Context: an optimization exercise on an open-source flow, tuned for small area and a short achievable clock period. The choices shown serve that exercise and are no tape-out recipe.
Function was checked by simulation only, so behaviour that the tests miss may differ from the original.
No activity file was given, so power comes from the tool's default toggle rates.

// bpred_btb
module bpred_btb
#(
    parameter int ENTRIES  = 32,
    parameter int TAG_BITS = 8,
    parameter int CTR_BITS = 2,
    parameter int XLEN     = 32
) (
    input  logic            clk,
    input  logic            reset,
    input  logic [XLEN-1:0] lookup_pc,
    output logic            pred_hit,
    output logic            pred_taken,
    output logic [XLEN-1:0] pred_target,
    input  logic            upd_valid,
    input  logic [XLEN-1:0] upd_pc,
    input  logic            upd_taken,
    input  logic            upd_is_jump,
    input  logic [XLEN-1:0] upd_target,
    input  logic            upd_pred_taken,
    input  logic [XLEN-1:0] upd_pred_target,
    input  logic            flush_all,
    output logic [31:0]     perf_updates,
    output logic [31:0]     perf_mispredicts
);
    localparam int IDX_BITS = $clog2(ENTRIES);
    logic [ENTRIES-1:0]                valid_q;
    logic [ENTRIES-1:0][TAG_BITS-1:0]  tag_q;
    logic [ENTRIES-1:0][XLEN-1:0]      tgt_q;
    logic [ENTRIES-1:0][CTR_BITS-1:0]  ctr_q;
    logic [IDX_BITS-1:0] lk_idx, upd_idx;
    logic [TAG_BITS-1:0] lk_tag, upd_tag;
    logic                upd_hit;
    logic [CTR_BITS-1:0] upd_ctr, ctr_next;
    assign lk_idx  = lookup_pc[IDX_BITS+1:2];
    assign lk_tag  = lookup_pc[IDX_BITS+2+TAG_BITS-1:IDX_BITS+2];
    assign upd_idx = upd_pc[IDX_BITS+1:2];
    assign upd_tag = upd_pc[IDX_BITS+2+TAG_BITS-1:IDX_BITS+2];
    logic [ENTRIES-1:0] lk_dec, upd_dec, wr_ctr, wr_data;
    logic [TAG_BITS-1:0] upd_tag_rd;
    logic                upd_valid_rd;
    always_comb begin
        for (int i = 0; i < ENTRIES; i++) begin
            lk_dec[i]  = (lk_idx == i);
            upd_dec[i] = (upd_idx == i);
        end
    end
    localparam int GROUPS = ENTRIES / 8;
    logic [ENTRIES-1:0] dv_n, ne_lo, ne_hi, lk_sel, lk_msb;
    logic [GROUPS-1:0]  grp_hit, grp_hit2;
    logic [GROUPS-1:0][XLEN-1:0] grp_tgt;
    logic [GROUPS-1:0]           grp_msb;
    logic [GROUPS-1:0][XLEN-1:0][7:0] grp_col;
    for (genvar i = 0; i < ENTRIES; i++) begin : g_lk
  ...
export LEC_CHECK = 0
export CAP_MARGIN = 10
export CORE_MARGIN = 2
export CORE_UTILIZATION = 50
export SETUP_SLACK_MARGIN = 2.0
export SLEW_MARGIN = 10
export SYNTH_HIERARCHICAL = 1
export SYNTH_MINIMUM_KEEP_SIZE = 0
export TNS_END_PERCENT = 5
create_clock -name core_clock -period 6.5 [get_ports {clk}]
standard.sh (not shown) runs the stock make flow with config.mk's settings and CLKGATE_MAP_FILE= SYNTH_SCRIPT=/design/flow/synth_recipe.tcl, a recipe that flattens the netlist after the stock synthesis.
==> flow/flow/run.sh <==
#!/bin/bash
# Layout flow: the standard ORFS flow (standard.sh) with two changes:
#  - the port buffers that buffer_ports inserts are plain buffers (buf_2), which the
#    timing repair then sizes, instead of the platform's default delay-cell pick;
#  - clock tree synthesis clusters more sinks per leaf buffer and adds no dummy
#    balancing loads, so the clock tree takes less area.
set -euo pipefail
export BUFFER_PORTS_ARGS="-buffer_cell sky130_fd_sc_hd__buf_2"
export CTS_ARGS="-sink_clustering_enable -repair_clock_nets -sink_clustering_size 12 -sink_clustering_max_diameter 50 -buf_list {sky130_fd_sc_hd__clkbuf_4 sky130_fd_sc_hd__clkbuf_8} -dont_use_dummy_load"
bash standard.sh > standard_flow.log 2>&1
Change:
--- a/flow/design.v
+++ b/flow/design.v
@@ -282,18 +282,20 @@
         else
             ctr_next = (upd_ctr == '0) ? upd_ctr : upd_ctr - 1'b1;
         upd_dv  = upd_dec & {ENTRIES{upd_valid}};
         upd_dvt = upd_dv & {ENTRIES{upd_taken}};
         upd_dvj = upd_dv & {ENTRIES{upd_is_jump}};
     end
-    logic [ENTRIES-1:0] hold_ctr, hold_data;
+    logic [ENTRIES-1:0] hold_ctr, hold_data, wr_data2, hold_data2;
     for (genvar i = 0; i < ENTRIES; i++) begin : g_we
-        bpred_ao21  u_wc (.a(upd_dv[i]),  .b(upd_hit), .c(upd_dvt[i]), .y(wr_ctr[i]));
-        bpred_aoi21 u_hc (.a(upd_dv[i]),  .b(upd_hit), .c(upd_dvt[i]), .y(hold_ctr[i]));
-        bpred_ao21  u_wd (.a(upd_dvj[i]), .b(upd_hit), .c(upd_dvt[i]), .y(wr_data[i]));
-        bpred_aoi21 u_hd (.a(upd_dvj[i]), .b(upd_hit), .c(upd_dvt[i]), .y(hold_data[i]));
+        bpred_ao21  u_wc  (.a(upd_dv[i]),  .b(upd_hit), .c(upd_dvt[i]), .y(wr_ctr[i]));
+        bpred_aoi21 u_hc  (.a(upd_dv[i]),  .b(upd_hit), .c(upd_dvt[i]), .y(hold_ctr[i]));
+        bpred_ao21  u_wd  (.a(upd_dvj[i]), .b(upd_hit), .c(upd_dvt[i]), .y(wr_data[i]));
+        bpred_aoi21 u_hd  (.a(upd_dvj[i]), .b(upd_hit), .c(upd_dvt[i]), .y(hold_data[i]));
+        bpred_ao21  u_wd2 (.a(upd_dvj[i]), .b(upd_hit), .c(upd_dvt[i]), .y(wr_data2[i]));
+        bpred_aoi21 u_hd2 (.a(upd_dvj[i]), .b(upd_hit), .c(upd_dvt[i]), .y(hold_data2[i]));
     end
     always_ff @(posedge clk or posedge reset) begin
         if (reset) begin
             valid_q <= '0;
         end else if (flush_all) begin
             valid_q <= '0;
@@ -311,14 +313,15 @@
         end
         for (genvar b = 0; b < TAG_BITS; b++) begin : g_tag
             bpred_sat_ctr u_hold (.q(tag_q[i][b]), .hold(hold_data[i]), .d_new(upd_tag[b]),
                                   .load(wr_data[i]), .d(tag_d[i][b]));
         end
         for (genvar b = 0; b < XLEN; b++) begin : g_tgt
-            bpred_sat_ctr u_hold (.q(tgt_q[i][b]), .hold(hold_data[i]), .d_new(upd_target[b]),
-                                  .load(wr_data[i]), .d(tgt_d[i][b]));
+            bpred_sat_ctr u_hold (.q(tgt_q[i][b]), .hold(b < 12 ? hold_data[i] : hold_data2[i]),
+                                  .d_new(upd_target[b]), .load(b < 12 ? wr_data[i] : wr_data2[i]),
+                                  .d(tgt_d[i][b]));
         end
     end
     always_ff @(posedge clk) begin
         ctr_q <= ctr_d;
         tag_q <= tag_d;
         tgt_q <= tgt_d;
Effect: Global-route usage falls by 1.5 points; total power is about the same; worst setup slack stays flat; first-iteration DRC count goes down by 11%; core utilization increases by 0.28 points; sequential power is about the same; non-clock buffer count rose by 6; clock power came out lower by about 0.8%; cell area grows by 0.90%; worst hold slack is worse by 6.4 ps; count of clock-buffer cells in the layout shrinks by 1; synthesized cell count rises by 1.3%; maximum frequency barely changes.

afterwards: timing with drivers on the ports:
No port has a modelled driver above. Below, the same layouts with a new extraction and two added sets of constraints. Step 1 sets driving cells, clkbuf_16 on the clock port and buf_2 on the other inputs (assumed; they add their load-dependent delay and slew). Step 2 times the ports against the registers' clock, not the clock port: input delays grow and output delays shrink by t, the midpoint of the rising clock arrivals with the driver on. a / b / c = no drivers / after step 1 / after step 2; a / b = the first two.
run	shift t [ns]	setup slack, ns	worst hold slack (ns)	worst setup path after step 2	cell pins on the clock port's net
the first run	0.915	1.761 / 1.713 / 0.927	0.467 / 0.412 / 0.467	input to register	1
the second run	0.914	1.760 / 1.647 / 1.070	0.460 / 0.460 / 0.460	input to register	1
After both steps every run listed still meets setup and hold. For the first run, which loses most, drivers alone change the setup slack by -0.048 ns; drivers and shift together by -0.834 ns.
